What follows belongs to an exercise in optimizing a design on an open flow for small area; a production flow would make more cautious choices.
At most, simulation tests tie the RTL to the original design; equivalence was not proved.
For run 1, only the layout was checked, not whether the RTL still works.
Power and IR drop assume default switching activity.

## flow/design.v (module list and top-level ports; edited modules follow where they fit)
// module spectrum_peak_finder: 1326 lines
// module spf_fa: 10 lines
// module spf_ao22: 9 lines
// module spf_cpa: 212 lines
// module spf_pg: 4 lines
// module spf_dot: 4 lines
// module spf_dotg: 3 lines
// module spf_cmp: 9 lines
// module spf_cmpk: 8 lines
module spectrum_peak_finder (
  input  logic        clk,
  input  logic        rst,
  input  logic [4:0]  curr_nfft,
  input  logic [15:0] s_re,
  input  logic [15:0] s_im,
  input  logic        s_valid,
  input  logic        s_last,
  output logic        s_ready,
  output logic [9:0]  max_index,
  output logic [31:0] max_mag,
  output logic        max_valid,
  output logic        frame_err
);
  // ...
==> flow/run.sh <==
#!/bin/bash
# synth_recipe.tcl (not shown) runs the flow's synth.tcl, then flattens the netlist and writes it again
# the make line also repeats each setting of config.mk as NAME=value (left out here)
make -C /OpenROAD-flow-scripts/flow DESIGN_CONFIG=/design/flow/config.mk WORK_HOME=/design/flow/orfs CLKGATE_MAP_FILE= SYNTH_SCRIPT=/design/flow/synth_recipe.tcl finish
==> flow/config.mk <==
export PLATFORM = sky130hd
export DESIGN_NAME = spectrum_peak_finder
export DESIGN_NICKNAME = spectrum_peak_finder
export VERILOG_FILES = /design/flow/design.v
export SDC_FILE = /design/flow/constraint.sdc
export NUM_CORES = 4
export LEC_CHECK = 0
export CAP_MARGIN = 20
export CORE_MARGIN = 2
export CORE_UTILIZATION = 60
export CTS_BUF_LIST = sky130_fd_sc_hd__clkbuf_4
export CTS_CLUSTER_SIZE = 10
export SLEW_MARGIN = 20
export SYNTH_HIERARCHICAL = 1
export SYNTH_MINIMUM_KEEP_SIZE = 0
==> flow/constraint.sdc <==
create_clock -name core_clock -period 7.5 [get_ports {clk}]
set_input_delay 1.5000 -clock core_clock [delete_from_list [all_inputs] [get_ports {clk}]]
set_output_delay 1.5000 -clock core_clock [all_outputs]
set_load 0.01 [all_outputs]
==> metrics.cfg, run 1 <==
[placed_design]
hpwl_mm = 21.9

[detailed_routing]
first_pass_iters = 5
dr.first_iter.drc_count = 434
dr.max_layer_used = met4
wl_mm = 27.3
routed-wl-met3_mm = 1.78
drt-met1-wl_mm = 11.5
wl_met2_mm = 13.3

[yosys]
ys.warnings.count = 7
synth_top_family_by_area = adder cells
synth_seq_cells = 135
synth.cell_area_um2 = 11600

[layout]
layoutNonFillerInstCount = 1476
final_cell_mix = nand2_1, fa_1, dfxtp_1

[pwr]
power_density_nw_per_um2 = 420
cellLeakagePower_nw = 5.38
comb-power_mw = 4.12
p_seq_share_pct = 18.1
seq_power_mw = 1.02

[job]
drv_cap = 0

[timing]
period_share_pct = 88.5

[setup_path]
crit_start = s_im[2]
critPathMaxStageDelay_ns = 0.76
path_class = in -> reg
r2r_slack_ns = 2.75

[floorplan]
ios = 86
taps = 260

[global_route]
globalRouteMet2Util_pct = 47.8

[run_status]
status = timing/DRC/antenna clean

[clock_tree]
cts_buffer_depth = 2

==> module spf_cpa, before the edit <==
module spf_cpa (input logic [31:0] a, input logic [31:0] b, output logic [31:0] y);
  logic [31:0] g, p;
  logic [32:0] c;
  spf_pg u_pg0 (.a(a[0]), .b(b[0]), .g(g[0]), .p(p[0]));
  spf_pg u_pg1 (.a(a[1]), .b(b[1]), .g(g[1]), .p(p[1]));
  spf_pg u_pg2 (.a(a[2]), .b(b[2]), .g(g[2]), .p(p[2]));
  spf_pg u_pg3 (.a(a[3]), .b(b[3]), .g(g[3]), .p(p[3]));
  spf_pg u_pg4 (.a(a[4]), .b(b[4]), .g(g[4]), .p(p[4]));
  spf_pg u_pg5 (.a(a[5]), .b(b[5]), .g(g[5]), .p(p[5]));
  spf_pg u_pg6 (.a(a[6]), .b(b[6]), .g(g[6]), .p(p[6]));
  spf_pg u_pg7 (.a(a[7]), .b(b[7]), .g(g[7]), .p(p[7]));
  spf_pg u_pg8 (.a(a[8]), .b(b[8]), .g(g[8]), .p(p[8]));
  spf_pg u_pg9 (.a(a[9]), .b(b[9]), .g(g[9]), .p(p[9]));
  spf_pg u_pg10 (.a(a[10]), .b(b[10]), .g(g[10]), .p(p[10]));
  spf_pg u_pg11 (.a(a[11]), .b(b[11]), .g(g[11]), .p(p[11]));
  spf_pg u_pg12 (.a(a[12]), .b(b[12]), .g(g[12]), .p(p[12]));
  spf_pg u_pg13 (.a(a[13]), .b(b[13]), .g(g[13]), .p(p[13]));
  spf_pg u_pg14 (.a(a[14]), .b(b[14]), .g(g[14]), .p(p[14]));
  spf_pg u_pg15 (.a(a[15]), .b(b[15]), .g(g[15]), .p(p[15]));
  spf_pg u_pg16 (.a(a[16]), .b(b[16]), .g(g[16]), .p(p[16]));
  spf_pg u_pg17 (.a(a[17]), .b(b[17]), .g(g[17]), .p(p[17]));
  spf_pg u_pg18 (.a(a[18]), .b(b[18]), .g(g[18]), .p(p[18]));
  spf_pg u_pg19 (.a(a[19]), .b(b[19]), .g(g[19]), .p(p[19]));
  spf_pg u_pg20 (.a(a[20]), .b(b[20]), .g(g[20]), .p(p[20]));
  spf_pg u_pg21 (.a(a[21]), .b(b[21]), .g(g[21]), .p(p[21]));
  spf_pg u_pg22 (.a(a[22]), .b(b[22]), .g(g[22]), .p(p[22]));
  spf_pg u_pg23 (.a(a[23]), .b(b[23]), .g(g[23]), .p(p[23]));
  spf_pg u_pg24 (.a(a[24]), .b(b[24]), .g(g[24]), .p(p[24]));
  spf_pg u_pg25 (.a(a[25]), .b(b[25]), .g(g[25]), .p(p[25]));
  spf_pg u_pg26 (.a(a[26]), .b(b[26]), .g(g[26]), .p(p[26]));
  spf_pg u_pg27 (.a(a[27]), .b(b[27]), .g(g[27]), .p(p[27]));
  spf_pg u_pg28 (.a(a[28]), .b(b[28]), .g(g[28]), .p(p[28]));
  spf_pg u_pg29 (.a(a[29]), .b(b[29]), .g(g[29]), .p(p[29]));
  spf_pg u_pg30 (.a(a[30]), .b(b[30]), .g(g[30]), .p(p[30]));
  spf_pg u_pg31 (.a(a[31]), .b(b[31]), .g(g[31]), .p(p[31]));
  logic dg1;
  spf_dotg u_d1 (.g1(g[0]), .p1(p[0]), .g0(1'b1), .g(dg1));
  logic dg2;
  logic dp2;
  spf_dot u_d2 (.g1(g[2]), .p1(p[2]), .g0(g[1]), .p0(p[1]), .g(dg2), .p(dp2));
  logic dg3;
  logic dp3;
  spf_dot u_d3 (.g1(g[4]), .p1(p[4]), .g0(g[3]), .p0(p[3]), .g(dg3), .p(dp3));
  logic dg4;
  logic dp4;
  spf_dot u_d4 (.g1(g[6]), .p1(p[6]), .g0(g[5]), .p0(p[5]), .g(dg4), .p(dp4));
  logic dg5;
  logic dp5;
  spf_dot u_d5 (.g1(g[8]), .p1(p[8]), .g0(g[7]), .p0(p[7]), .g(dg5), .p(dp5));
  logic dg6;
  logic dp6;
  spf_dot u_d6 (.g1(g[10]), .p1(p[10]), .g0(g[9]), .p0(p[9]), .g(dg6), .p(dp6));
  logic dg7;
  logic dp7;
  spf_dot u_d7 (.g1(g[12]), .p1(p[12]), .g0(g[11]), .p0(p[11]), .g(dg7), .p(dp7));
  logic dg8;
  logic dp8;
  spf_dot u_d8 (.g1(g[14]), .p1(p[14]), .g0(g[13]), .p0(p[13]), .g(dg8), .p(dp8));
  logic dg9;
  logic dp9;
  spf_dot u_d9 (.g1(g[16]), .p1(p[16]), .g0(g[15]), .p0(p[15]), .g(dg9), .p(dp9));
  logic dg10;
  logic dp10;
  spf_dot u_d10 (.g1(g[18]), .p1(p[18]), .g0(g[17]), .p0(p[17]), .g(dg10), .p(dp10));
  logic dg11;
  logic dp11;
  spf_dot u_d11 (.g1(g[20]), .p1(p[20]), .g0(g[19]), .p0(p[19]), .g(dg11), .p(dp11));
  logic dg12;
  logic dp12;
  spf_dot u_d12 (.g1(g[22]), .p1(p[22]), .g0(g[21]), .p0(p[21]), .g(dg12), .p(dp12));
  logic dg13;
  logic dp13;
  spf_dot u_d13 (.g1(g[24]), .p1(p[24]), .g0(g[23]), .p0(p[23]), .g(dg13), .p(dp13));
  logic dg14;
  logic dp14;
  spf_dot u_d14 (.g1(g[26]), .p1(p[26]), .g0(g[25]), .p0(p[25]), .g(dg14), .p(dp14));
  logic dg15;
  logic dp15;
  spf_dot u_d15 (.g1(g[28]), .p1(p[28]), .g0(g[27]), .p0(p[27]), .g(dg15), .p(dp15));
  logic dg16;
  logic dp16;
  spf_dot u_d16 (.g1(g[30]), .p1(p[30]), .g0(g[29]), .p0(p[29]), .g(dg16), .p(dp16));
  logic dg17;
  spf_dotg u_d17 (.g1(dg2), .p1(dp2), .g0(dg1), .g(dg17));
  logic dg18;
  logic dp18;
  spf_dot u_d18 (.g1(dg4), .p1(dp4), .g0(dg3), .p0(dp3), .g(dg18), .p(dp18));
  logic dg19;
  logic dp19;
  spf_dot u_d19 (.g1(dg6), .p1(dp6), .g0(dg5), .p0(dp5), .g(dg19), .p(dp19));
  logic dg20;
  logic dp20;
  spf_dot u_d20 (.g1(dg8), .p1(dp8), .g0(dg7), .p0(dp7), .g(dg20), .p(dp20));
  logic dg21;
  logic dp21;
  spf_dot u_d21 (.g1(dg10), .p1(dp10), .g0(dg9), .p0(dp9), .g(dg21), .p(dp21));
  logic dg22;
  logic dp22;
  spf_dot u_d22 (.g1(dg12), .p1(dp12), .g0(dg11), .p0(dp11), .g(dg22), .p(dp22));
  logic dg23;
  logic dp23;
  spf_dot u_d23 (.g1(dg14), .p1(dp14), .g0(dg13), .p0(dp13), .g(dg23), .p(dp23));
  logic dg24;
  logic dp24;
  spf_dot u_d24 (.g1(dg16), .p1(dp16), .g0(dg15), .p0(dp15), .g(dg24), .p(dp24));
  logic dg25;
  spf_dotg u_d25 (.g1(dg18), .p1(dp18), .g0(dg17), .g(dg25));
  logic dg26;
  logic dp26;
  spf_dot u_d26 (.g1(dg20), .p1(dp20), .g0(dg19), .p0(dp19), .g(dg26), .p(dp26));
  logic dg27;
  logic dp27;
  spf_dot u_d27 (.g1(dg22), .p1(dp22), .g0(dg21), .p0(dp21), .g(dg27), .p(dp27));
  logic dg28;
  logic dp28;
  spf_dot u_d28 (.g1(dg24), .p1(dp24), .g0(dg23), .p0(dp23), .g(dg28), .p(dp28));
  logic dg29;
  spf_dotg u_d29 (.g1(dg26), .p1(dp26), .g0(dg25), .g(dg29));
  logic dg30;
  logic dp30;
  spf_dot u_d30 (.g1(dg28), .p1(dp28), .g0(dg27), .p0(dp27), .g(dg30), .p(dp30));
  logic dg31;
  spf_dotg u_d31 (.g1(dg30), .p1(dp30), .g0(dg29), .g(dg31));
  logic dg32;
  spf_dotg u_d32 (.g1(dg27), .p1(dp27), .g0(dg29), .g(dg32));
  logic dg33;
  spf_dotg u_d33 (.g1(dg19), .p1(dp19), .g0(dg25), .g(dg33));
  logic dg34;
  spf_dotg u_d34 (.g1(dg21), .p1(dp21), .g0(dg29), .g(dg34));
  logic dg35;
  spf_dotg u_d35 (.g1(dg23), .p1(dp23), .g0(dg32), .g(dg35));
  logic dg36;
  spf_dotg u_d36 (.g1(dg3), .p1(dp3), .g0(dg17), .g(dg36));
  logic dg37;
  spf_dotg u_d37 (.g1(dg5), .p1(dp5), .g0(dg25), .g(dg37));
  logic dg38;
  spf_dotg u_d38 (.g1(dg7), .p1(dp7), .g0(dg33), .g(dg38));
  logic dg39;
  spf_dotg u_d39 (.g1(dg9), .p1(dp9), .g0(dg29), .g(dg39));
  logic dg40;
  spf_dotg u_d40 (.g1(dg11), .p1(dp11), .g0(dg34), .g(dg40));
  logic dg41;
  spf_dotg u_d41 (.g1(dg13), .p1(dp13), .g0(dg32), .g(dg41));
  logic dg42;
  spf_dotg u_d42 (.g1(dg15), .p1(dp15), .g0(dg35), .g(dg42));
  logic dg43;
  spf_dotg u_d43 (.g1(g[1]), .p1(p[1]), .g0(dg1), .g(dg43));
  logic dg44;
  spf_dotg u_d44 (.g1(g[3]), .p1(p[3]), .g0(dg17), .g(dg44));
  logic dg45;
  spf_dotg u_d45 (.g1(g[5]), .p1(p[5]), .g0(dg36), .g(dg45));
  logic dg46;
  spf_dotg u_d46 (.g1(g[7]), .p1(p[7]), .g0(dg25), .g(dg46));
  logic dg47;
  spf_dotg u_d47 (.g1(g[9]), .p1(p[9]), .g0(dg37), .g(dg47));
  logic dg48;
  spf_dotg u_d48 (.g1(g[11]), .p1(p[11]), .g0(dg33), .g(dg48));
  logic dg49;
  spf_dotg u_d49 (.g1(g[13]), .p1(p[13]), .g0(dg38), .g(dg49));
  logic dg50;
  spf_dotg u_d50 (.g1(g[15]), .p1(p[15]), .g0(dg29), .g(dg50));
  logic dg51;
  spf_dotg u_d51 (.g1(g[17]), .p1(p[17]), .g0(dg39), .g(dg51));
  logic dg52;
  spf_dotg u_d52 (.g1(g[19]), .p1(p[19]), .g0(dg34), .g(dg52));
  logic dg53;
  spf_dotg u_d53 (.g1(g[21]), .p1(p[21]), .g0(dg40), .g(dg53));
  logic dg54;
  spf_dotg u_d54 (.g1(g[23]), .p1(p[23]), .g0(dg32), .g(dg54));
  logic dg55;
  spf_dotg u_d55 (.g1(g[25]), .p1(p[25]), .g0(dg41), .g(dg55));
  logic dg56;
  spf_dotg u_d56 (.g1(g[27]), .p1(p[27]), .g0(dg35), .g(dg56));
  logic dg57;
  spf_dotg u_d57 (.g1(g[29]), .p1(p[29]), .g0(dg42), .g(dg57));
  logic dg58;
  spf_dotg u_d58 (.g1(g[31]), .p1(p[31]), .g0(dg31), .g(dg58));
  assign c[0] = 1'b1;
  assign c[1] = dg1;
  assign c[2] = dg43;
  assign c[3] = dg17;
  assign c[4] = dg44;
  assign c[5] = dg36;
  assign c[6] = dg45;
  assign c[7] = dg25;
  assign c[8] = dg46;
  assign c[9] = dg37;
  assign c[10] = dg47;
  assign c[11] = dg33;
  assign c[12] = dg48;
  assign c[13] = dg38;
  assign c[14] = dg49;
  assign c[15] = dg29;
  assign c[16] = dg50;
  assign c[17] = dg39;
  assign c[18] = dg51;
  assign c[19] = dg34;
  assign c[20] = dg52;
  assign c[21] = dg40;
  assign c[22] = dg53;
  assign c[23] = dg32;
  assign c[24] = dg54;
  assign c[25] = dg41;
  assign c[26] = dg55;
  assign c[27] = dg35;
  assign c[28] = dg56;
  assign c[29] = dg42;
  assign c[30] = dg57;
  assign c[31] = dg31;
  assign c[32] = dg58;
  assign y = ~(p ^ c[31:0]);
endmodule
==> run 2: changes to the inputs <==
--- a/flow/design.v
+++ b/flow/design.v
@@ -1118,35 +1118,42 @@
   spf_fa u_fs407 (.a(pp22), .b(pp34), .c(pp45), .s(fs407), .co(fc408));
   spf_fa u_fs409 (.a(pp35), .b(pp46), .c(pp56), .s(fs409), .co(fc410));
   spf_fa u_fs411 (.a(pp159), .b(pp171), .c(pp182), .s(fs411), .co(fc412));
   spf_fa u_fs413 (.a(pp24), .b(pp36), .c(pp47), .s(fs413), .co(fc414));
   spf_fa u_fs415 (.a(pp57), .b(pp160), .c(pp172), .s(fs415), .co(fc416));
   spf_fa u_fs417 (.a(pp183), .b(pp193), .c(fc310), .s(fs417), .co(fc418));
   spf_fa u_fs419 (.a(pp67), .b(pp161), .c(pp173), .s(fs419), .co(fc420));
   spf_fa u_fs421 (.a(pp184), .b(pp194), .c(pp203), .s(fs421), .co(fc422));
-  spf_fa u_hs423 (.a(fs311), .b(fs313), .c(1'b1), .s(hs423), .co(hc424));
+  spf_xnor2 u_hs423 (.a(fs311), .b(fs313), .y(hs423));
+  spf_or2 u_hc424 (.a(fs311), .b(fs313), .y(hc424));
   spf_fa u_fs425 (.a(pp174), .b(pp185), .c(pp195), .s(fs425), .co(fc426));
   spf_fa u_fs427 (.a(pp204), .b(fc312), .c(fc314), .s(fs427), .co(fc428));
-  spf_fa u_hs429 (.a(fs315), .b(fs317), .c(1'b1), .s(hs429), .co(hc430));
+  spf_xnor2 u_hs429 (.a(fs315), .b(fs317), .y(hs429));
+  spf_or2 u_hc430 (.a(fs315), .b(fs317), .y(hc430));
   spf_fa u_fs431 (.a(pp205), .b(pp213), .c(fc316), .s(fs431), .co(fc432));
   spf_fa u_fs433 (.a(fc318), .b(fs319), .c(fs321), .s(fs433), .co(fc434));
-  spf_fa u_hs435 (.a(fs323), .b(fs275), .c(1'b1), .s(hs435), .co(hc436));
+  spf_xnor2 u_hs435 (.a(fs323), .b(fs275), .y(hs435));
+  spf_or2 u_hc436 (.a(fs323), .b(fs275), .y(hc436));
   spf_fa u_fs437 (.a(fc320), .b(fc322), .c(fc324), .s(fs437), .co(fc438));
   spf_fa u_fs439 (.a(fc276), .b(fs325), .c(fs327), .s(fs439), .co(fc440));
-  spf_fa u_hs441 (.a(fs329), .b(fs331), .c(1'b1), .s(hs441), .co(hc442));
+  spf_xnor2 u_hs441 (.a(fs329), .b(fs331), .y(hs441));
+  spf_or2 u_hc442 (.a(fs329), .b(fs331), .y(hc442));
   spf_fa u_fs443 (.a(fc326), .b(fc328), .c(fc330), .s(fs443), .co(fc444));
   spf_fa u_fs445 (.a(fc332), .b(fs333), .c(fs335), .s(fs445), .co(fc446));
-  spf_fa u_hs447 (.a(fs337), .b(fs339), .c(1'b1), .s(hs447), .co(hc448));
+  spf_xnor2 u_hs447 (.a(fs337), .b(fs339), .y(hs447));
+  spf_or2 u_hc448 (.a(fs337), .b(fs339), .y(hc448));
   spf_fa u_fs449 (.a(fc334), .b(fc336), .c(fc338), .s(fs449), .co(fc450));
   spf_fa u_fs451 (.a(fs341), .b(fs343), .c(fs345), .s(fs451), .co(fc452));
-  spf_fa u_hs453 (.a(fc340), .b(fs347), .c(1'b1), .s(hs453), .co(hc454));
+  spf_xnor2 u_hs453 (.a(fc340), .b(fs347), .y(hs453));
+  spf_or2 u_hc454 (.a(fc340), .b(fs347), .y(hc454));
   spf_fa u_fs455 (.a(fc342), .b(fc344), .c(fs349), .s(fs455), .co(fc456));
   spf_fa u_fs457 (.a(fc346), .b(fs351), .c(fc348), .s(fs457), .co(fc458));
-  spf_fa u_hs459 (.a(fs353), .b(fs355), .c(1'b1), .s(hs459), .co(hc460));
+  spf_xnor2 u_hs459 (.a(fs353), .b(fs355), .y(hs459));
+  spf_or2 u_hc460 (.a(fs353), .b(fs355), .y(hc460));
   spf_fa u_fs461 (.a(fc350), .b(fs357), .c(fs297), .s(fs461), .co(fc462));
   spf_fa u_fs463 (.a(fc352), .b(fs359), .c(fs361), .s(fs463), .co(fc464));
   spf_fa u_fs465 (.a(fc354), .b(fc356), .c(fs363), .s(fs465), .co(fc466));
   spf_fa u_fs467 (.a(fc358), .b(fs365), .c(fs303), .s(fs467), .co(fc468));
   spf_fa u_fs469 (.a(fs367), .b(fc360), .c(fc362), .s(fs469), .co(fc470));
   spf_fa u_fs471 (.a(fs369), .b(fc364), .c(fs371), .s(fs471), .co(fc472));
   spf_fa u_fs473 (.a(fc366), .b(fc368), .c(fs373), .s(fs473), .co(fc474));
   spf_fa u_fs475 (.a(fs375), .b(fs305), .c(fs377), .s(fs475), .co(fc476));
@@ -1170,21 +1177,24 @@
   spf_fa u_fs511 (.a(pp253), .b(pp131), .c(pp267), .s(fs511), .co(fc512));
   spf_fa u_fs513 (.a(ren14), .b(imn150), .c(pp118), .s(fs513), .co(fc514));
   spf_fa u_fs515 (.a(pp119), .b(pp254), .c(pp255), .s(fs515), .co(fc516));
   spf_fa u_fs517 (.a(ren3), .b(imn139), .c(pp19), .s(fs517), .co(fc518));
   spf_fa u_fs519 (.a(pp20), .b(pp32), .c(pp156), .s(fs519), .co(fc520));
   spf_fa u_fs521 (.a(pp33), .b(pp44), .c(pp157), .s(fs521), .co(fc522));
   spf_fa u_fs523 (.a(pp169), .b(pp180), .c(fs405), .s(fs523), .co(fc524));
   spf_fa u_fs525 (.a(pp158), .b(pp170), .c(pp181), .s(fs525), .co(fc526));
-  spf_fa u_hs527 (.a(fc406), .b(fs407), .c(1'b1), .s(hs527), .co(hc528));
+  spf_xnor2 u_hs527 (.a(fc406), .b(fs407), .y(hs527));
+  spf_or2 u_hc528 (.a(fc406), .b(fs407), .y(hc528));
   spf_fa u_fs529 (.a(pp192), .b(fc408), .c(fs409), .s(fs529), .co(fc530));
-  spf_fa u_hs531 (.a(fs411), .b(fs309), .c(1'b1), .s(hs531), .co(hc532));
+  spf_xnor2 u_hs531 (.a(fs411), .b(fs309), .y(hs531));
+  spf_or2 u_hc532 (.a(fs411), .b(fs309), .y(hc532));
   spf_fa u_fs533 (.a(fc410), .b(fc412), .c(fs413), .s(fs533), .co(fc534));
-  spf_fa u_hs535 (.a(fs415), .b(fs417), .c(1'b1), .s(hs535), .co(hc536));
+  spf_xnor2 u_hs535 (.a(fs415), .b(fs417), .y(hs535));
+  spf_or2 u_hc536 (.a(fs415), .b(fs417), .y(hc536));
   spf_fa u_fs537 (.a(fc414), .b(fc416), .c(fs419), .s(fs537), .co(fc538));
   spf_fa u_fs539 (.a(fs421), .b(fc418), .c(hs423), .s(fs539), .co(fc540));
   spf_fa u_fs541 (.a(fc420), .b(fc422), .c(fs425), .s(fs541), .co(fc542));
   spf_fa u_fs543 (.a(hc424), .b(hs429), .c(fs427), .s(fs543), .co(fc544));
   spf_fa u_fs545 (.a(fc426), .b(fc428), .c(hc430), .s(fs545), .co(fc546));
   spf_fa u_fs547 (.a(hs435), .b(fs431), .c(fs433), .s(fs547), .co(fc548));
   spf_fa u_fs549 (.a(fc432), .b(hc436), .c(hs441), .s(fs549), .co(fc550));
   spf_fa u_fs551 (.a(fs437), .b(fc434), .c(fs439), .s(fs551), .co(fc552));
@@ -1242,19 +1252,22 @@
   spf_fa u_fs655 (.a(fs593), .b(fc590), .c(fc592), .s(fs655), .co(fc656));
   spf_fa u_fs657 (.a(fc594), .b(fs597), .c(fc596), .s(fs657), .co(fc658));
   spf_fa u_fs659 (.a(fc598), .b(fs601), .c(fs603), .s(fs659), .co(fc660));
   spf_fa u_fs661 (.a(fs605), .b(fc602), .c(fs607), .s(fs661), .co(fc662));
   spf_fa u_fs663 (.a(fc606), .b(fs609), .c(fs611), .s(fs663), .co(fc664));
   spf_fa u_fs665 (.a(pp135), .b(pp271), .c(fc610), .s(fs665), .co(fc666));
   spf_fa u_fs667 (.a(sgn30n), .b(pp136), .c(pp272), .s(fs667), .co(fc668));
   spf_fa u_fs669 (.a(pp18), .b(pp154), .c(fc614), .s(fs669), .co(fc670));
-  spf_fa u_hs671 (.a(fs615), .b(fs517), .c(1'b1), .s(hs671), .co(hc672));
-  spf_fa u_hs673 (.a(fc616), .b(fs617), .c(1'b1), .s(hs673), .co(hc674));
-  spf_fa u_hs675 (.a(fc618), .b(fs619), .c(1'b1), .s(hs675), .co(hc676));
+  spf_xnor2 u_hs671 (.a(fs615), .b(fs517), .y(hs671));
+  spf_or2 u_hc672 (.a(fs615), .b(fs517), .y(hc672));
+  spf_xnor2 u_hs673 (.a(fc616), .b(fs617), .y(hs673));
+  spf_or2 u_hc674 (.a(fc616), .b(fs617), .y(hc674));
+  spf_xnor2 u_hs675 (.a(fc618), .b(fs619), .y(hs675));
+  spf_or2 u_hc676 (.a(fc618), .b(fs619), .y(hc676));
   spf_fa u_fs677 (.a(fc524), .b(fs621), .c(fc620), .s(fs677), .co(fc678));
   spf_fa u_fs679 (.a(fs529), .b(fc622), .c(fs623), .s(fs679), .co(fc680));
   spf_fa u_fs681 (.a(hs535), .b(fc624), .c(fs625), .s(fs681), .co(fc682));
   spf_fa u_fs683 (.a(fs539), .b(fc626), .c(fs627), .s(fs683), .co(fc684));
   spf_fa u_fs685 (.a(fs543), .b(fc628), .c(fs629), .s(fs685), .co(fc686));
   spf_fa u_fs687 (.a(fs547), .b(fc630), .c(fs631), .s(fs687), .co(fc688));
   spf_fa u_fs689 (.a(fs551), .b(fc632), .c(fs633), .s(fs689), .co(fc690));
   spf_fa u_fs691 (.a(fc634), .b(fs555), .c(fs635), .s(fs691), .co(fc692));
@@ -1268,18 +1281,20 @@
   spf_fa u_fs707 (.a(fc584), .b(fc650), .c(fs651), .s(fs707), .co(fc708));
   spf_fa u_fs709 (.a(fc588), .b(fs653), .c(fc652), .s(fs709), .co(fc710));
   spf_fa u_fs711 (.a(fs595), .b(fc654), .c(fs655), .s(fs711), .co(fc712));
   spf_fa u_fs713 (.a(fs599), .b(fc656), .c(fs657), .s(fs713), .co(fc714));
   spf_fa u_fs715 (.a(fc600), .b(fs659), .c(fc658), .s(fs715), .co(fc716));
   spf_fa u_fs717 (.a(fc604), .b(fs661), .c(fc660), .s(fs717), .co(fc718));
   spf_fa u_fs719 (.a(fc608), .b(fs663), .c(fc662), .s(fs719), .co(fc720));
   spf_fa u_fs721 (.a(fc612), .b(fs665), .c(fc664), .s(fs721), .co(fc722));
-  spf_fa u_hs723 (.a(fs667), .b(fc666), .c(1'b1), .s(hs723), .co(hc724));
-  spf_fa u_hs725 (.a(sgn31n), .b(fc668), .c(1'b1), .s(hs725), .co(hc726));
+  spf_xnor2 u_hs723 (.a(fs667), .b(fc666), .y(hs723));
+  spf_or2 u_hc724 (.a(fs667), .b(fc666), .y(hc724));
+  spf_xnor2 u_hs725 (.a(sgn31n), .b(fc668), .y(hs725));
+  spf_or2 u_hc726 (.a(sgn31n), .b(fc668), .y(hc726));
   assign mag_an = {hc724, fc722, fc720, fc718, fc716, fc714, fc712, fc710, fc708, fc706, fc704, fc702, fc700, fc698, fc696, fc694, fc692, fc690, fc688, fc686, fc684, fc682, fc680, fc678, hc676, hc674, hc672, fc670, fs669, pp153, 1'b1, ren1};
   assign mag_bn = {hs725, hs723, fs721, fs719, fs717, fs715, fs713, fs711, fs709, fs707, fs705, fs703, fs701, fs699, fs697, fs695, fs693, fs691, fs689, fs687, fs685, fs683, fs681, fs679, fs677, hs675, hs673, hs671, 1'b1, fs613, 1'b1, imn137};
   spf_cpa u_cpa (.a(mag_an), .b(mag_bn), .y(mag));
   logic gt;
   spf_cmp u_cmp (.a(mag_q), .b(best_mag), .gt(gt));
   assign upd = v_q && gt;
   logic best_ld, best_keep, pub_ld, pub_keep;
   assign best_ld   = upd && !first_beat;
@@ -1343,17 +1358,16 @@
   input  logic b1,
   input  logic b2,
   output logic y
 );
   assign y = (a1 & a2) | (b1 & b2);
 endmodule
 module spf_cpa (input logic [31:0] a, input logic [31:0] b, output logic [31:0] y);
   logic [31:0] g, p;
-  logic [32:0] c;
   spf_pg u_pg0 (.a(a[0]), .b(b[0]), .g(g[0]), .p(p[0]));
   spf_pg u_pg1 (.a(a[1]), .b(b[1]), .g(g[1]), .p(p[1]));
   spf_pg u_pg2 (.a(a[2]), .b(b[2]), .g(g[2]), .p(p[2]));
   spf_pg u_pg3 (.a(a[3]), .b(b[3]), .g(g[3]), .p(p[3]));
   spf_pg u_pg4 (.a(a[4]), .b(b[4]), .g(g[4]), .p(p[4]));
   spf_pg u_pg5 (.a(a[5]), .b(b[5]), .g(g[5]), .p(p[5]));
   spf_pg u_pg6 (.a(a[6]), .b(b[6]), .g(g[6]), .p(p[6]));
   spf_pg u_pg7 (.a(a[7]), .b(b[7]), .g(g[7]), .p(p[7]));
@@ -1376,203 +1390,234 @@
   spf_pg u_pg24 (.a(a[24]), .b(b[24]), .g(g[24]), .p(p[24]));
   spf_pg u_pg25 (.a(a[25]), .b(b[25]), .g(g[25]), .p(p[25]));
   spf_pg u_pg26 (.a(a[26]), .b(b[26]), .g(g[26]), .p(p[26]));
   spf_pg u_pg27 (.a(a[27]), .b(b[27]), .g(g[27]), .p(p[27]));
   spf_pg u_pg28 (.a(a[28]), .b(b[28]), .g(g[28]), .p(p[28]));
   spf_pg u_pg29 (.a(a[29]), .b(b[29]), .g(g[29]), .p(p[29]));
   spf_pg u_pg30 (.a(a[30]), .b(b[30]), .g(g[30]), .p(p[30]));
   spf_pg u_pg31 (.a(a[31]), .b(b[31]), .g(g[31]), .p(p[31]));
-  logic dg1;
-  spf_dotg u_d1 (.g1(g[0]), .p1(p[0]), .g0(1'b1), .g(dg1));
-  logic dg2;
-  logic dp2;
-  spf_dot u_d2 (.g1(g[2]), .p1(p[2]), .g0(g[1]), .p0(p[1]), .g(dg2), .p(dp2));
-  logic dg3;
-  logic dp3;
-  spf_dot u_d3 (.g1(g[4]), .p1(p[4]), .g0(g[3]), .p0(p[3]), .g(dg3), .p(dp3));
-  logic dg4;
-  logic dp4;
-  spf_dot u_d4 (.g1(g[6]), .p1(p[6]), .g0(g[5]), .p0(p[5]), .g(dg4), .p(dp4));
-  logic dg5;
-  logic dp5;
-  spf_dot u_d5 (.g1(g[8]), .p1(p[8]), .g0(g[7]), .p0(p[7]), .g(dg5), .p(dp5));
-  logic dg6;
-  logic dp6;
-  spf_dot u_d6 (.g1(g[10]), .p1(p[10]), .g0(g[9]), .p0(p[9]), .g(dg6), .p(dp6));
-  logic dg7;
-  logic dp7;
-  spf_dot u_d7 (.g1(g[12]), .p1(p[12]), .g0(g[11]), .p0(p[11]), .g(dg7), .p(dp7));
-  logic dg8;
-  logic dp8;
-  spf_dot u_d8 (.g1(g[14]), .p1(p[14]), .g0(g[13]), .p0(p[13]), .g(dg8), .p(dp8));
-  logic dg9;
-  logic dp9;
-  spf_dot u_d9 (.g1(g[16]), .p1(p[16]), .g0(g[15]), .p0(p[15]), .g(dg9), .p(dp9));
-  logic dg10;
-  logic dp10;
-  spf_dot u_d10 (.g1(g[18]), .p1(p[18]), .g0(g[17]), .p0(p[17]), .g(dg10), .p(dp10));
-  logic dg11;
-  logic dp11;
-  spf_dot u_d11 (.g1(g[20]), .p1(p[20]), .g0(g[19]), .p0(p[19]), .g(dg11), .p(dp11));
-  logic dg12;
-  logic dp12;
-  spf_dot u_d12 (.g1(g[22]), .p1(p[22]), .g0(g[21]), .p0(p[21]), .g(dg12), .p(dp12));
-  logic dg13;
-  logic dp13;
-  spf_dot u_d13 (.g1(g[24]), .p1(p[24]), .g0(g[23]), .p0(p[23]), .g(dg13), .p(dp13));
-  logic dg14;
-  logic dp14;
-  spf_dot u_d14 (.g1(g[26]), .p1(p[26]), .g0(g[25]), .p0(p[25]), .g(dg14), .p(dp14));
-  logic dg15;
-  logic dp15;
-  spf_dot u_d15 (.g1(g[28]), .p1(p[28]), .g0(g[27]), .p0(p[27]), .g(dg15), .p(dp15));
-  logic dg16;
-  logic dp16;
-  spf_dot u_d16 (.g1(g[30]), .p1(p[30]), .g0(g[29]), .p0(p[29]), .g(dg16), .p(dp16));
-  logic dg17;
-  spf_dotg u_d17 (.g1(dg2), .p1(dp2), .g0(dg1), .g(dg17));
-  logic dg18;
-  logic dp18;
-  spf_dot u_d18 (.g1(dg4), .p1(dp4), .g0(dg3), .p0(dp3), .g(dg18), .p(dp18));
-  logic dg19;
-  logic dp19;
-  spf_dot u_d19 (.g1(dg6), .p1(dp6), .g0(dg5), .p0(dp5), .g(dg19), .p(dp19));
-  logic dg20;
-  logic dp20;
-  spf_dot u_d20 (.g1(dg8), .p1(dp8), .g0(dg7), .p0(dp7), .g(dg20), .p(dp20));
-  logic dg21;
-  logic dp21;
-  spf_dot u_d21 (.g1(dg10), .p1(dp10), .g0(dg9), .p0(dp9), .g(dg21), .p(dp21));
-  logic dg22;
-  logic dp22;
-  spf_dot u_d22 (.g1(dg12), .p1(dp12), .g0(dg11), .p0(dp11), .g(dg22), .p(dp22));
-  logic dg23;
-  logic dp23;
-  spf_dot u_d23 (.g1(dg14), .p1(dp14), .g0(dg13), .p0(dp13), .g(dg23), .p(dp23));
-  logic dg24;
-  logic dp24;
-  spf_dot u_d24 (.g1(dg16), .p1(dp16), .g0(dg15), .p0(dp15), .g(dg24), .p(dp24));
-  logic dg25;
-  spf_dotg u_d25 (.g1(dg18), .p1(dp18), .g0(dg17), .g(dg25));
-  logic dg26;
-  logic dp26;
-  spf_dot u_d26 (.g1(dg20), .p1(dp20), .g0(dg19), .p0(dp19), .g(dg26), .p(dp26));
-  logic dg27;
-  logic dp27;
-  spf_dot u_d27 (.g1(dg22), .p1(dp22), .g0(dg21), .p0(dp21), .g(dg27), .p(dp27));
-  logic dg28;
-  logic dp28;
-  spf_dot u_d28 (.g1(dg24), .p1(dp24), .g0(dg23), .p0(dp23), .g(dg28), .p(dp28));
-  logic dg29;
-  spf_dotg u_d29 (.g1(dg26), .p1(dp26), .g0(dg25), .g(dg29));
-  logic dg30;
-  logic dp30;
-  spf_dot u_d30 (.g1(dg28), .p1(dp28), .g0(dg27), .p0(dp27), .g(dg30), .p(dp30));
-  logic dg31;
-  spf_dotg u_d31 (.g1(dg30), .p1(dp30), .g0(dg29), .g(dg31));
-  logic dg32;
-  spf_dotg u_d32 (.g1(dg27), .p1(dp27), .g0(dg29), .g(dg32));
-  logic dg33;
-  spf_dotg u_d33 (.g1(dg19), .p1(dp19), .g0(dg25), .g(dg33));
-  logic dg34;
-  spf_dotg u_d34 (.g1(dg21), .p1(dp21), .g0(dg29), .g(dg34));
-  logic dg35;
-  spf_dotg u_d35 (.g1(dg23), .p1(dp23), .g0(dg32), .g(dg35));
-  logic dg36;
-  spf_dotg u_d36 (.g1(dg3), .p1(dp3), .g0(dg17), .g(dg36));
-  logic dg37;
-  spf_dotg u_d37 (.g1(dg5), .p1(dp5), .g0(dg25), .g(dg37));
-  logic dg38;
-  spf_dotg u_d38 (.g1(dg7), .p1(dp7), .g0(dg33), .g(dg38));
-  logic dg39;
-  spf_dotg u_d39 (.g1(dg9), .p1(dp9), .g0(dg29), .g(dg39));
-  logic dg40;
-  spf_dotg u_d40 (.g1(dg11), .p1(dp11), .g0(dg34), .g(dg40));
-  logic dg41;
-  spf_dotg u_d41 (.g1(dg13), .p1(dp13), .g0(dg32), .g(dg41));
-  logic dg42;
-  spf_dotg u_d42 (.g1(dg15), .p1(dp15), .g0(dg35), .g(dg42));
-  logic dg43;
-  spf_dotg u_d43 (.g1(g[1]), .p1(p[1]), .g0(dg1), .g(dg43));
-  logic dg44;
-  spf_dotg u_d44 (.g1(g[3]), .p1(p[3]), .g0(dg17), .g(dg44));
-  logic dg45;
-  spf_dotg u_d45 (.g1(g[5]), .p1(p[5]), .g0(dg36), .g(dg45));
-  logic dg46;
-  spf_dotg u_d46 (.g1(g[7]), .p1(p[7]), .g0(dg25), .g(dg46));
-  logic dg47;
-  spf_dotg u_d47 (.g1(g[9]), .p1(p[9]), .g0(dg37), .g(dg47));
-  logic dg48;
-  spf_dotg u_d48 (.g1(g[11]), .p1(p[11]), .g0(dg33), .g(dg48));
-  logic dg49;
-  spf_dotg u_d49 (.g1(g[13]), .p1(p[13]), .g0(dg38), .g(dg49));
-  logic dg50;
-  spf_dotg u_d50 (.g1(g[15]), .p1(p[15]), .g0(dg29), .g(dg50));
-  logic dg51;
-  spf_dotg u_d51 (.g1(g[17]), .p1(p[17]), .g0(dg39), .g(dg51));
-  logic dg52;
-  spf_dotg u_d52 (.g1(g[19]), .p1(p[19]), .g0(dg34), .g(dg52));
-  logic dg53;
-  spf_dotg u_d53 (.g1(g[21]), .p1(p[21]), .g0(dg40), .g(dg53));
-  logic dg54;
-  spf_dotg u_d54 (.g1(g[23]), .p1(p[23]), .g0(dg32), .g(dg54));
-  logic dg55;
-  spf_dotg u_d55 (.g1(g[25]), .p1(p[25]), .g0(dg41), .g(dg55));
-  logic dg56;
-  spf_dotg u_d56 (.g1(g[27]), .p1(p[27]), .g0(dg35), .g(dg56));
-  logic dg57;
-  spf_dotg u_d57 (.g1(g[29]), .p1(p[29]), .g0(dg42), .g(dg57));
-  logic dg58;
-  spf_dotg u_d58 (.g1(g[31]), .p1(p[31]), .g0(dg31), .g(dg58));
-  assign c[0] = 1'b1;
-  assign c[1] = dg1;
-  assign c[2] = dg43;
-  assign c[3] = dg17;
-  assign c[4] = dg44;
-  assign c[5] = dg36;
-  assign c[6] = dg45;
-  assign c[7] = dg25;
-  assign c[8] = dg46;
-  assign c[9] = dg37;
-  assign c[10] = dg47;
-  assign c[11] = dg33;
-  assign c[12] = dg48;
-  assign c[13] = dg38;
-  assign c[14] = dg49;
-  assign c[15] = dg29;
-  assign c[16] = dg50;
-  assign c[17] = dg39;
-  assign c[18] = dg51;
-  assign c[19] = dg34;
-  assign c[20] = dg52;
-  assign c[21] = dg40;
-  assign c[22] = dg53;
-  assign c[23] = dg32;
-  assign c[24] = dg54;
-  assign c[25] = dg41;
-  assign c[26] = dg55;
-  assign c[27] = dg35;
-  assign c[28] = dg56;
-  assign c[29] = dg42;
-  assign c[30] = dg57;
-  assign c[31] = dg31;
-  assign c[32] = dg58;
-  assign y = ~(p ^ c[31:0]);
+  logic w1;
+  spf_nor2 u_w1 (.a(g[0]), .b(p[0]), .y(w1));
+  logic w2;
+  spf_inv u_w2 (.a(w1), .y(w2));
+  logic w3;
+  spf_aoi21 u_w3 (.a1(p[1]), .a2(w2), .b1(g[1]), .y(w3));
+  logic w4;
+  spf_inv u_w4 (.a(w3), .y(w4));
+  logic w5;
+  spf_aoi21 u_w5 (.a1(p[2]), .a2(w4), .b1(g[2]), .y(w5));
+  logic w6;
+  spf_inv u_w6 (.a(w5), .y(w6));
+  logic w7;
+  spf_aoi21 u_w7 (.a1(p[3]), .a2(w6), .b1(g[3]), .y(w7));
+  logic w8;
+  spf_inv u_w8 (.a(w7), .y(w8));
+  logic w9;
+  spf_aoi21 u_w9 (.a1(p[4]), .a2(w8), .b1(g[4]), .y(w9));
+  logic w10;
+  spf_inv u_w10 (.a(w9), .y(w10));
+  logic w11;
+  spf_aoi21 u_w11 (.a1(p[5]), .a2(w10), .b1(g[5]), .y(w11));
+  logic w12;
+  spf_inv u_w12 (.a(w11), .y(w12));
+  logic w13;
+  spf_aoi21 u_w13 (.a1(p[6]), .a2(w12), .b1(g[6]), .y(w13));
+  logic w14;
+  spf_inv u_w14 (.a(w13), .y(w14));
+  logic w15;
+  spf_aoi21 u_w15 (.a1(p[7]), .a2(w14), .b1(g[7]), .y(w15));
+  logic w16;
+  spf_inv u_w16 (.a(w15), .y(w16));
+  logic w17;
+  spf_aoi21 u_w17 (.a1(p[8]), .a2(w16), .b1(g[8]), .y(w17));
+  logic w18;
+  spf_inv u_w18 (.a(w17), .y(w18));
+  logic w19;
+  spf_aoi21 u_w19 (.a1(p[9]), .a2(w18), .b1(g[9]), .y(w19));
+  logic w20;
+  spf_inv u_w20 (.a(w19), .y(w20));
+  logic w21;
+  spf_aoi21 u_w21 (.a1(p[10]), .a2(w20), .b1(g[10]), .y(w21));
+  logic w22;
+  spf_inv u_w22 (.a(w21), .y(w22));
+  logic w23;
+  spf_aoi21 u_w23 (.a1(p[11]), .a2(w22), .b1(g[11]), .y(w23));
+  logic w24;
+  spf_inv u_w24 (.a(w23), .y(w24));
+  logic w25;
+  spf_aoi21 u_w25 (.a1(p[12]), .a2(w24), .b1(g[12]), .y(w25));
+  logic w26;
+  spf_aoi21 u_w26 (.a1(p[14]), .a2(g[13]), .b1(g[14]), .y(w26));
+  logic w27;
+  spf_nand2 u_w27 (.a(p[14]), .b(p[13]), .y(w27));
+  logic w28;
+  spf_aoi21 u_w28 (.a1(p[16]), .a2(g[15]), .b1(g[16]), .y(w28));
+  logic w29;
+  spf_nand2 u_w29 (.a(p[16]), .b(p[15]), .y(w29));
+  logic w30;
+  spf_aoi21 u_w30 (.a1(p[18]), .a2(g[17]), .b1(g[18]), .y(w30));
+  logic w31;
+  spf_nand2 u_w31 (.a(p[18]), .b(p[17]), .y(w31));
+  logic w32;
+  spf_aoi21 u_w32 (.a1(p[20]), .a2(g[19]), .b1(g[20]), .y(w32));
+  logic w33;
+  spf_nand2 u_w33 (.a(p[20]), .b(p[19]), .y(w33));
+  logic w34;
+  spf_aoi21 u_w34 (.a1(p[22]), .a2(g[21]), .b1(g[22]), .y(w34));
+  logic w35;
+  spf_nand2 u_w35 (.a(p[22]), .b(p[21]), .y(w35));
+  logic w36;
+  spf_aoi21 u_w36 (.a1(p[24]), .a2(g[23]), .b1(g[24]), .y(w36));
+  logic w37;
+  spf_nand2 u_w37 (.a(p[24]), .b(p[23]), .y(w37));
+  logic w38;
+  spf_aoi21 u_w38 (.a1(p[26]), .a2(g[25]), .b1(g[26]), .y(w38));
+  logic w39;
+  spf_nand2 u_w39 (.a(p[26]), .b(p[25]), .y(w39));
+  logic w40;
+  spf_aoi21 u_w40 (.a1(p[28]), .a2(g[27]), .b1(g[28]), .y(w40));
+  logic w41;
+  spf_nand2 u_w41 (.a(p[28]), .b(p[27]), .y(w41));
+  logic w42;
+  spf_aoi21 u_w42 (.a1(p[30]), .a2(g[29]), .b1(g[30]), .y(w42));
+  logic w43;
+  spf_nand2 u_w43 (.a(p[30]), .b(p[29]), .y(w43));
+  logic w44;
+  spf_oai21 u_w44 (.a1(w27), .a2(w25), .b1(w26), .y(w44));
+  logic w45;
+  spf_oai21 u_w45 (.a1(w31), .a2(w28), .b1(w30), .y(w45));
+  logic w46;
+  spf_nor2 u_w46 (.a(w31), .b(w29), .y(w46));
+  logic w47;
+  spf_oai21 u_w47 (.a1(w35), .a2(w32), .b1(w34), .y(w47));
+  logic w48;
+  spf_nor2 u_w48 (.a(w35), .b(w33), .y(w48));
+  logic w49;
+  spf_oai21 u_w49 (.a1(w39), .a2(w36), .b1(w38), .y(w49));
+  logic w50;
+  spf_nor2 u_w50 (.a(w39), .b(w37), .y(w50));
+  logic w51;
+  spf_oai21 u_w51 (.a1(w43), .a2(w40), .b1(w42), .y(w51));
+  logic w52;
+  spf_nor2 u_w52 (.a(w43), .b(w41), .y(w52));
+  logic w53;
+  spf_aoi21 u_w53 (.a1(w46), .a2(w44), .b1(w45), .y(w53));
+  logic w54;
+  spf_aoi21 u_w54 (.a1(w50), .a2(w47), .b1(w49), .y(w54));
+  logic w55;
+  spf_nand2 u_w55 (.a(w50), .b(w48), .y(w55));
+  logic w56;
+  spf_oai21 u_w56 (.a1(w55), .a2(w53), .b1(w54), .y(w56));
+  logic w57;
+  spf_inv u_w57 (.a(w53), .y(w57));
+  logic w58;
+  spf_aoi21 u_w58 (.a1(w48), .a2(w57), .b1(w47), .y(w58));
+  logic w59;
+  spf_aoi21 u_w59 (.a1(w52), .a2(w56), .b1(w51), .y(w59));
+  logic w60;
+  spf_inv u_w60 (.a(w44), .y(w60));
+  logic w61;
+  spf_oai21 u_w61 (.a1(w29), .a2(w60), .b1(w28), .y(w61));
+  logic w62;
+  spf_oai21 u_w62 (.a1(w33), .a2(w53), .b1(w32), .y(w62));
+  logic w63;
+  spf_oai21 u_w63 (.a1(w37), .a2(w58), .b1(w36), .y(w63));
+  logic w64;
+  spf_inv u_w64 (.a(w56), .y(w64));
+  logic w65;
+  spf_oai21 u_w65 (.a1(w41), .a2(w64), .b1(w40), .y(w65));
+  logic w66;
+  spf_inv u_w66 (.a(w25), .y(w66));
+  logic w67;
+  spf_aoi21 u_w67 (.a1(p[13]), .a2(w66), .b1(g[13]), .y(w67));
+  logic w68;
+  spf_aoi21 u_w68 (.a1(p[15]), .a2(w44), .b1(g[15]), .y(w68));
+  logic w69;
+  spf_aoi21 u_w69 (.a1(p[17]), .a2(w61), .b1(g[17]), .y(w69));
+  logic w70;
+  spf_inv u_w70 (.a(w53), .y(w70));
+  logic w71;
+  spf_aoi21 u_w71 (.a1(p[19]), .a2(w70), .b1(g[19]), .y(w71));
+  logic w72;
+  spf_aoi21 u_w72 (.a1(p[21]), .a2(w62), .b1(g[21]), .y(w72));
+  logic w73;
+  spf_inv u_w73 (.a(w58), .y(w73));
+  logic w74;
+  spf_aoi21 u_w74 (.a1(p[23]), .a2(w73), .b1(g[23]), .y(w74));
+  logic w75;
+  spf_aoi21 u_w75 (.a1(p[25]), .a2(w63), .b1(g[25]), .y(w75));
+  logic w76;
+  spf_aoi21 u_w76 (.a1(p[27]), .a2(w56), .b1(g[27]), .y(w76));
+  logic w77;
+  spf_aoi21 u_w77 (.a1(p[29]), .a2(w65), .b1(g[29]), .y(w77));
+  logic w78;
+  spf_inv u_w78 (.a(w59), .y(w78));
+  logic w79;
+  spf_aoi21 u_w79 (.a1(p[31]), .a2(w78), .b1(g[31]), .y(w79));
+  assign y[0] = p[0];
+  spf_xor2 u_s1 (.a(p[1]), .b(w1), .y(y[1]));
+  spf_xor2 u_s2 (.a(p[2]), .b(w3), .y(y[2]));
+  spf_xor2 u_s3 (.a(p[3]), .b(w5), .y(y[3]));
+  spf_xor2 u_s4 (.a(p[4]), .b(w7), .y(y[4]));
+  spf_xor2 u_s5 (.a(p[5]), .b(w9), .y(y[5]));
+  spf_xor2 u_s6 (.a(p[6]), .b(w11), .y(y[6]));
+  spf_xor2 u_s7 (.a(p[7]), .b(w13), .y(y[7]));
+  spf_xor2 u_s8 (.a(p[8]), .b(w15), .y(y[8]));
+  spf_xor2 u_s9 (.a(p[9]), .b(w17), .y(y[9]));
+  spf_xor2 u_s10 (.a(p[10]), .b(w19), .y(y[10]));
+  spf_xor2 u_s11 (.a(p[11]), .b(w21), .y(y[11]));
+  spf_xor2 u_s12 (.a(p[12]), .b(w23), .y(y[12]));
+  spf_xor2 u_s13 (.a(p[13]), .b(w25), .y(y[13]));
+  spf_xor2 u_s14 (.a(p[14]), .b(w67), .y(y[14]));
+  spf_xnor2 u_s15 (.a(p[15]), .b(w44), .y(y[15]));
+  spf_xor2 u_s16 (.a(p[16]), .b(w68), .y(y[16]));
+  spf_xnor2 u_s17 (.a(p[17]), .b(w61), .y(y[17]));
+  spf_xor2 u_s18 (.a(p[18]), .b(w69), .y(y[18]));
+  spf_xor2 u_s19 (.a(p[19]), .b(w53), .y(y[19]));
+  spf_xor2 u_s20 (.a(p[20]), .b(w71), .y(y[20]));
+  spf_xnor2 u_s21 (.a(p[21]), .b(w62), .y(y[21]));
+  spf_xor2 u_s22 (.a(p[22]), .b(w72), .y(y[22]));
+  spf_xor2 u_s23 (.a(p[23]), .b(w58), .y(y[23]));
+  spf_xor2 u_s24 (.a(p[24]), .b(w74), .y(y[24]));
+  spf_xnor2 u_s25 (.a(p[25]), .b(w63), .y(y[25]));
+  spf_xor2 u_s26 (.a(p[26]), .b(w75), .y(y[26]));
+  spf_xnor2 u_s27 (.a(p[27]), .b(w56), .y(y[27]));
+  spf_xor2 u_s28 (.a(p[28]), .b(w76), .y(y[28]));
+  spf_xnor2 u_s29 (.a(p[29]), .b(w65), .y(y[29]));
+  spf_xor2 u_s30 (.a(p[30]), .b(w77), .y(y[30]));
+  spf_xor2 u_s31 (.a(p[31]), .b(w59), .y(y[31]));
 endmodule
 module spf_pg (input logic a, input logic b, output logic g, output logic p);
   assign g = a & b;
   assign p = a ^ b;
 endmodule
-module spf_dot (input logic g1, input logic p1, input logic g0, input logic p0, output logic g, output logic p);
-  assign g = g1 | (p1 & g0);
-  assign p = p1 & p0;
+module spf_aoi21 (input logic a1, input logic a2, input logic b1, output logic y);
+  assign y = ~((a1 & a2) | b1);
 endmodule
-module spf_dotg (input logic g1, input logic p1, input logic g0, output logic g);
-  assign g = g1 | (p1 & g0);
+module spf_oai21 (input logic a1, input logic a2, input logic b1, output logic y);
+  assign y = ~((a1 | a2) & b1);
+endmodule
+module spf_nand2 (input logic a, input logic b, output logic y);
+  assign y = ~(a & b);
+endmodule
+module spf_nor2 (input logic a, input logic b, output logic y);
+  assign y = ~(a | b);
+endmodule
+module spf_or2 (input logic a, input logic b, output logic y);
+  assign y = a | b;
+endmodule
+module spf_inv (input logic a, output logic y);
+  assign y = ~a;
+endmodule
+module spf_xor2 (input logic a, input logic b, output logic y);
+  assign y = a ^ b;
+endmodule
+module spf_xnor2 (input logic a, input logic b, output logic y);
+  assign y = ~(a ^ b);
 endmodule
 module spf_cmp (input logic [31:0] a, input logic [31:0] b, output logic gt);
   logic [4:0] cc;
   assign cc[0] = 1'b0;
   spf_cmpk u_c0 (.a(a[7:0]), .b(b[7:0]), .ci(cc[0]), .co(cc[1]));
   spf_cmpk u_c1 (.a(a[15:8]), .b(b[15:8]), .ci(cc[1]), .co(cc[2]));
   spf_cmpk u_c2 (.a(a[23:16]), .b(b[23:16]), .ci(cc[2]), .co(cc[3]));
   spf_cmpk u_c3 (.a(a[31:24]), .b(b[31:24]), .ci(cc[3]), .co(cc[4]));
==> flow/config.mk (replaced) <==
export PLATFORM = sky130hd
export DESIGN_NAME = spectrum_peak_finder
export DESIGN_NICKNAME = spectrum_peak_finder
export VERILOG_FILES = /design/flow/design.v
export SDC_FILE = /design/flow/constraint.sdc
export NUM_CORES = 4
export LEC_CHECK = 0
export CAP_MARGIN = 20
export CORE_MARGIN = 2
export CORE_UTILIZATION = 60
export CTS_BUF_LIST = sky130_fd_sc_hd__clkbuf_4 sky130_fd_sc_hd__clkbuf_8
export CTS_CLUSTER_SIZE = 10
export SLEW_MARGIN = 20
export SYNTH_HIERARCHICAL = 1
export SYNTH_MINIMUM_KEEP_SIZE = 0
==> run 2 against run 1 <==
Net effect:
- sequential cell count unchanged
- area after synthesis down 1.8%
- non-clock buffer count down 3
- largest cell class unchanged
==> metrics.cfg, run 2 <==
[run_status]
status = timing/DRC/antenna clean

[detailed_routing]
wl_mm = 27.2  ; -0.44%
ant_nets = 0
first_pass_iters = 6  ; +1
num_vias = 8200
dr.first_iter.drc_count = 555  ; +28%
drt-vias-per-instance = 5.70
drc = 0
post_drt_wl_per_cell_um = 18.9

[timing]
rsz0062_at_grt = no
clock_skew_ns = 0.00739
clock.fmax_ghz = 0.148
holdWs_ns = 0.452
tightest_slew_ns = 0.883
period_needed_ns = 6.75
max_slew_margin_pct = 40.7
finalHoldViolations = 0
setup_violations = 0
maxSlewViolCount = 0
period_share_pct = 90.0  ; +1.5 points
setup_tns_ns = 0

[placed_design]
hpwl_mm = 21.3  ; -2.5%
place_congestion = 0.949
port_buffers = 84
place_inst = 1405

[yosys]
yosysSeqAreaShare_pct = 24.9
synth.distinct_cells = 48
yosys_most_used_dff = dfxtp_1
syn_area_per_cell_um2 = 10.5
ys.warnings.count = 7  ; unchanged
synth_area_leader_cell = fa_1
synth_cells = 1081
synth_common_cells = nand2_1, fa_1, dfxtp_1, a22o_1, inv_1
synth_top_area_share_pct = 37.2
yosysMostFrequentCell = nand2_1
synth.cell_area_um2 = 11400  ; -1.8%
synth_seq_cells = 135  ; unchanged
synth_edf_count = 14
synthArstFlopShare_pct = 0
synthTopCellsByArea = fa_1, dfxtp_1, nand2_1

[floorplan]
rows = 50
die_h_um = 142
die-area_um2 = 20100
initial_core_util_pct = 61.1
die_x_um = 142
core_um2 = 18600
ios = 86  ; unchanged

[global_route]
grt_pass1_wl_mm = 43.7
grtUsageTotal_pct = 28.5
globalRouteMet1Util_pct = 38.6
grt_overflow_total = 0
grt-busiest-layer = met2
grt_pass1_vias = 8466
globalRouteMet2Util_pct = 47.0  ; -0.76 points
grt_max_degree = 43
met3_usage_pct = 5.33
antenna_found_initial = 0

[clock_tree]
cts_tree = done
holdBufCountCts = 0
cts_sinks = 135
cts-htree-levels = 4
clkLatencyLatePin_ns = 0.43
clkSlewWorstSetupHoldPaths_ns = 0.07
cts_buffers = 17
cts_root_buffer = clkbuf_8
cts_buffer_depth = 2  ; unchanged
ctsResizeCount = 0
cts_setup_buffers = 0

[setup_path]
crit_start = s_re[0]
crit_family = compound AO/OA/AOI/OAI gates
cp-endpoint = mag_q[30]
crit_top_cell = a21oi_2
cp_num_buf_inv = 12
r2r_cells = 21
critPathMaxStageDelay_ns = 0.64  ; -0.12 ns
cp.required_ns = 7.85
r2r_end = best_mag[19]
worst_setup_path_start_kind = input pin
end_kind = flop
r2r_slack_ns = 2.77  ; +0.02 ns
cp.arrival_ns = 7.10
path_max_fanout = 9
path_class = in -> reg
rr_startpoint = best_mag[2]
cp_slowest_cell = clkdlybuf4s50_1
path_depth = 32

[pwr]
cellLeakagePower_nw = 5.04  ; -6.4%
p_int_mw = 2.89
swShare_pct = 45.7
ir_drop_mv = 0.353
combPwrFrac_pct = 70.6
p_seq_share_pct = 19.0  ; +0.9 points
p_clk_share_pct = 10.4
switching_power_mw = 2.43
power_density_nw_per_um2 = 406  ; -3.5%

[layout]
num_antenna_cells = 0
layoutNonFillerInstCount = 1438  ; -2.6%
drive_gt1_share_pct = 10.3
syn2layout_area_growth_pct = 15.0
top_regs = best_mag (32), mag_q (32), max_mag (32)
final_common_cell = nand2_1
final_cell_mix = nand2_1, fa_1, dfxtp_1
nNetsFinal = 1483
nFillCells = 1470

[job]
drv_cap = 0  ; unchanged

[min_path]
hold_path_class = reg -> reg

run 2: per-stage QoR:
stage / utilization (%) / power (mW) / cell area (µm²) / setup slack [ns]
final: 70.3 / 5.32 / 13100 / 0.753
after global routing: 70.3 / 5.85 / 13100 / 0.359
after CTS: 70.2 / 5.35 / 13100 / 0.764
after detailed placement: 68.2 / 4.78 / 12700 / 0.310
after global placement: 68.2 / 4.71 / 12700 / 0.518
after floorplan: - / 4.02 / 11400 / 1.08
run 2: routing by layer:
layer | vias up | part of all wire [%] | wire, µm
met1 | 4069 | 42 | 11500
met3 | 52 | 7.0 | 1900
met2 | 340 | 48 | 13000
met4 | 0 | 2.8 | 765
met5 | - | 0 | 0
li1 | 3739 | - | -
run 2: modules after synthesis (local to each module, per instance), excerpt:
module | flops+latches | area [µm²]
spf_fa | 0 | 20.0
spf_cpa | 0 | 7.51
spf_aoi21 | 0 | 8.76
spf_xor2 | 0 | 8.76
spf_inv | 0 | 3.75
spf_oai21 | 0 | 5.00
spf_xnor2 | 0 | 8.76
spf_or2 | 0 | 6.26
spf_cmpk | 0 | 125
spf_nor2 | 0 | 3.75
run 2: worst min path at each step:
| stage | end | slack (ns) | cells past startpoint | from |
|---|---|---|---|---|
| floorplan | dr_q[1] | 0.43 | 1 | dr_q[0] |
| global placement | dr_q[1] | 0.43 | 1 | dr_q[0] |
| detailed placement | dr_q[1] | 0.44 | 1 | dr_q[0] |
| CTS | dr_q[2] | 0.46 | 1 | dr_q[1] |
| global route | dr_q[1] | 0.48 | 1 | dr_q[0] |
| finish | dr_q[2] | 0.45 | 1 | dr_q[1] |
run 2: cell type report:
cell class              instances  area, µm²  share of cell area, %
multi-input cells             817       8070                   61.6
flip-flops and latches        135       2840                   21.7
repair buffers                127       1180                   9.03
inverters                      93        349                   2.66
well taps                     234        293                   2.23
clock buffers                  18        248                   1.89
clock inverters                14        123                  0.935
run 2: cell families after synthesis:
family | count (synthesis) | share of synthesized area [%]
multiplexers | 3 | 0.307
AND/OR/NAND/NOR | 333 | 12.1
XOR/XNOR | 52 | 4.00
adder cells (fa/ha/maj) | 251 | 41.5
buffers and inverters | 131 | 4.45
flip-flops | 135 | 24.9
AO/OA/AOI/OAI | 173 | 12.5
other | 3 | 0.0988
run 2: worst reg2reg max path, cell delays in order (launching register included):
cell and delay [ns]:
dfxtp_1 0.34, clkinv_1 0.06, o22ai_1 0.07, a311oi_1 0.28, o221ai_1 0.17, o311ai_1 0.10, o21ai_1 0.12, a311oi_1 0.27
o221ai_1 0.16, o311ai_1 0.11, o21ai_1 0.13, a311oi_1 0.35, o221ai_1 0.18, o311ai_1 0.10, o21ai_1 0.11, a311oi_1 0.29
o221ai_1 0.19, o311ai_1 0.18, nand2_1 0.21, nor2_2 0.63, buf_4 0.42, a22o_1 0.19
run 2: power groups by stage:
stage | combinational [mW] | clock [mW] | sequential, mW
2_1_floorplan | 3.02 | 0 | 1.00
3_3_place_gp | 3.69 | 0 | 1.02
3_5_place_dp | 3.76 | 0 | 1.03
4_1_cts | 3.78 | 0.569 | 1.01
5_1_grt | 4.22 | 0.601 | 1.03
6_report | 3.75 | 0.553 | 1.01
==> run 3: changes to the inputs <==
--- a/flow/config.mk
+++ b/flow/config.mk
@@ -8,7 +8,7 @@
 export CAP_MARGIN = 20
 export CORE_MARGIN = 2
 export CORE_UTILIZATION = 60
-export CTS_BUF_LIST = sky130_fd_sc_hd__clkbuf_4 sky130_fd_sc_hd__clkbuf_8
+export CTS_BUF_LIST = sky130_fd_sc_hd__clkbuf_4
 export CTS_CLUSTER_SIZE = 10
 export SLEW_MARGIN = 20
 export SYNTH_HIERARCHICAL = 1
==> run 3 against run 2 <==
Net effect:
- first-iteration DRC count increased by 0.72%
- still clean
- area after synthesis unchanged
- largest power group unchanged
- fmax grew 1.1%
- via count is 0.38% higher
- power decreased by 2.3%
- core utilization decreased by 0.61 points
==> metrics.cfg, run 3 <==
[run_status]
status = timing/DRC/antenna clean

[yosys]
yosysMostFrequentCell = nand2_1
ys.warnings.count = 7  ; unchanged
synthTopCellsByArea = fa_1, dfxtp_1, nand2_1
synth.cell_area_um2 = 11400  ; unchanged
synthArstFlopShare_pct = 0  ; unchanged
synth_top_area_share_pct = 37.2  ; unchanged
yosys_most_used_dff = dfxtp_1
synth_common_cells = nand2_1, fa_1, dfxtp_1, a22o_1, inv_1
synth.distinct_cells = 48  ; unchanged
synth_seq_cells = 135  ; unchanged
synth_cells = 1081  ; unchanged
syn_area_per_cell_um2 = 10.5  ; unchanged
yosysSeqAreaShare_pct = 24.9  ; unchanged
synth_edf_count = 14  ; unchanged
synth_area_leader_cell = fa_1

[detailed_routing]
first_pass_iters = 6  ; unchanged
dr.first_iter.drc_count = 559  ; +0.72%
drc = 0  ; unchanged
ant_nets = 0  ; unchanged
wl_mm = 27.2  ; about the same
post_drt_wl_per_cell_um = 18.9  ; -0.11%
drt-vias-per-instance = 5.72  ; +0.31%
num_vias = 8231  ; +0.38%

[global_route]
antenna_found_initial = 1  ; +1
grt_pass1_vias = 8473  ; +0.083%
grtUsageTotal_pct = 28.5  ; about the same
grt_overflow_total = 0  ; unchanged
grt_max_degree = 43  ; unchanged
grt_pass1_wl_mm = 43.8  ; +0.14%

[setup_path]
worst_setup_path_start_kind = input pin
cp.required_ns = 7.93  ; +0.08 ns
crit_top_cell = a21oi_2
cp.arrival_ns = 7.10  ; about the same
rr_startpoint = best_mag[2]
cp_slowest_cell = clkdlybuf4s50_1
critPathMaxStageDelay_ns = 0.64  ; about the same
path_class = in -> reg
end_kind = flop
crit_start = s_re[0]
path_max_fanout = 9  ; unchanged

[floorplan]
initial_core_util_pct = 61.1  ; unchanged
ios = 86  ; unchanged
core_um2 = 18600  ; unchanged
rows = 50  ; unchanged
die-area_um2 = 20100  ; unchanged
die_x_um = 142  ; unchanged
die_h_um = 142  ; unchanged

[placed_design]
hpwl_mm = 21.3  ; unchanged
place_area_um2 = 12700  ; unchanged
port_buffers = 84  ; unchanged
place_congestion = 0.949  ; unchanged

[layout]
top_regs = best_mag (32), mag_q (32), max_mag (32)
postLayoutCellArea_um2 = 13000  ; -0.87%
nNetsFinal = 1483  ; unchanged
final_common_cell = nand2_1
final_cell_mix = nand2_1, fa_1, dfxtp_1
syn2layout_area_growth_pct = 14.0
fin_util_pct = 69.7  ; -0.61 points
drive_gt1_share_pct = 10.2  ; -0.083 points

[pwr]
combPwrFrac_pct = 72.2  ; +1.6 points
p_clk_share_pct = 8.3  ; -2.1 points
switching_power_mw = 2.42  ; -0.63%
swShare_pct = 46.5  ; +0.79 points
p_seq_share_pct = 19.5  ; +0.5 points
ir_drop_mv = 0.351  ; -0.55%
power_density_nw_per_um2 = 400  ; -1.5%
cellLeakagePower_nw = 4.99  ; -0.99%
p_int_mw = 2.78  ; -3.7%

[timing]
setup_violations = 0  ; unchanged
rsz0062_at_grt = no
period_share_pct = 89.0  ; -1.0 points
maxSlewViolCount = 0  ; unchanged
period_needed_ns = 6.67  ; -0.0753 ns
clock_skew_ns = 0.0123  ; +0.00487 ns
setup_tns_ns = 0  ; unchanged
max_slew_margin_pct = 42.0  ; +1.3 points
finalHoldViolations = 0  ; unchanged
tightest_slew_ns = 0.863  ; -0.0196 ns
clock.fmax_ghz = 0.150  ; +1.1%

[min_path]
hold_path_class = reg -> reg
min_from = dr_q[1]

[clock_tree]
cts_buffer_depth = 2  ; unchanged
cts_sinks = 135  ; unchanged
cts-htree-levels = 4  ; unchanged
cts_buffers = 17  ; unchanged
clkSlewWorstSetupHoldPaths_ns = 0.12  ; +0.05 ns
ctsResizeCount = 0  ; unchanged
cts_tree = done
cts_setup_buffers = 0  ; unchanged
cts_root_buffer = clkbuf_4
holdBufCountCts = 0  ; unchanged
clkLatencyLatePin_ns = 0.50  ; +0.07 ns

[job]
drv_cap = 0  ; unchanged

run 3: cell type report:
cell class	instances	area (µm²)
clock buffer	17	128
antenna	1	2.50
timing repair buffer	127	1180
clock inverter	15	126
sequential	135	2840
tap	234	293
fill	1488	5650
inverter	93	349
multi-input combinational	817	8070
run 3: final timing paths:
kind	endpoint	slack, ns	cells after the start
hold reg to reg	dr_q[2]	0.46	1
setup reg to reg	best_mag[26]	2.74	21
setup / recovery	mag_q[30]	0.83	32
hold / removal	dr_q[2]	0.46	1
run 3: per-module statistics from Yosys, one instance, submodules excluded, a selection:
module,area (µm²),cells inside,flip-flops and latches
spf_aoi21,8.76,1,0
spf_nand2,3.75,1,0
spf_cpa,7.51,1,0
spf_cmp,3.75,1,0
spf_xor2,8.76,1,0
spectrum_peak_finder,4560,528,135
spf_ao22,8.76,1,0
spf_oai21,5.00,1,0
spf_inv,3.75,1,0
spf_xnor2,8.76,1,0
spf_nor2,3.75,1,0
spf_pg,12.5,1,0
run 3: stage by stage:
step           setup slack (ns)  hold slack (ns)  power [mW]  instances
3_3_place_gp              0.518            0.429        4.71       1405
4_1_cts                   0.826            0.469        5.23       1437
5_1_grt                   0.439            0.490        5.73       1439
3_5_place_dp              0.310            0.440        4.78       1405
2_1_floorplan              1.08            0.425        4.02       1083
6_report                  0.828            0.462        5.19       1439
run 3: critical path: cells and delay by family:
family | cells | cell delay (ns)
buffers and inverters | 12 | 1.64
AOI/OAI and AO/OA | 15 | 2.57
xor gates and xnor gates | 1 | 0.18
adders and majority gates | 3 | 1.16
and+or+nand+nor | 1 | 0.08
run 3: power groups by stage:
stage               sequential [mW]  clock [mW]  combinational [mW]
floorplan                      1.00           0                3.02
global placement               1.02           0                3.69
detailed placement             1.03           0                3.76
CTS                            1.01       0.445                3.78
global route                   1.03       0.479                4.22
finish                         1.01       0.431                3.75
run 3: per-layer routing:
layer	wire, µm	share of wire [%]	vias to the layer above	GRT usage, %
li1	-	-	3754	-
met1	11500	43	4109	38.6
met2	13000	48	316	47.3
met3	1770	6.5	52	5.13
met4	795	2.9	0	8.79
met5	0	0	-	0
run 3: logic make-up (layout without fill, tap and decap cells):
| group | after synthesis | after routing | share of synthesized area, % |
|---|---|---|---|
| AND/OR/NAND/NOR | 333 | 333 | 12.1 |
| adder cells (fa/ha/maj) | 251 | 251 | 41.5 |
| AO/OA/AOI/OAI | 173 | 173 | 12.5 |
| flip-flops | 135 | 135 | 24.9 |
| buffers and inverters | 131 | 252 | 4.45 |
| XOR/XNOR | 52 | 52 | 4.00 |
| other | 3 | 6 | 0.0988 |
| multiplexers | 3 | 3 | 0.307 |

Setup slack of run 3, layout unchanged: 0.828 ns with ideal ports, 0.840 ns with driving cells assumed (clock clkbuf_16, inputs buf_2), 0.307 ns with port delays also shifted by the 0.533 ns mid clock arrival.
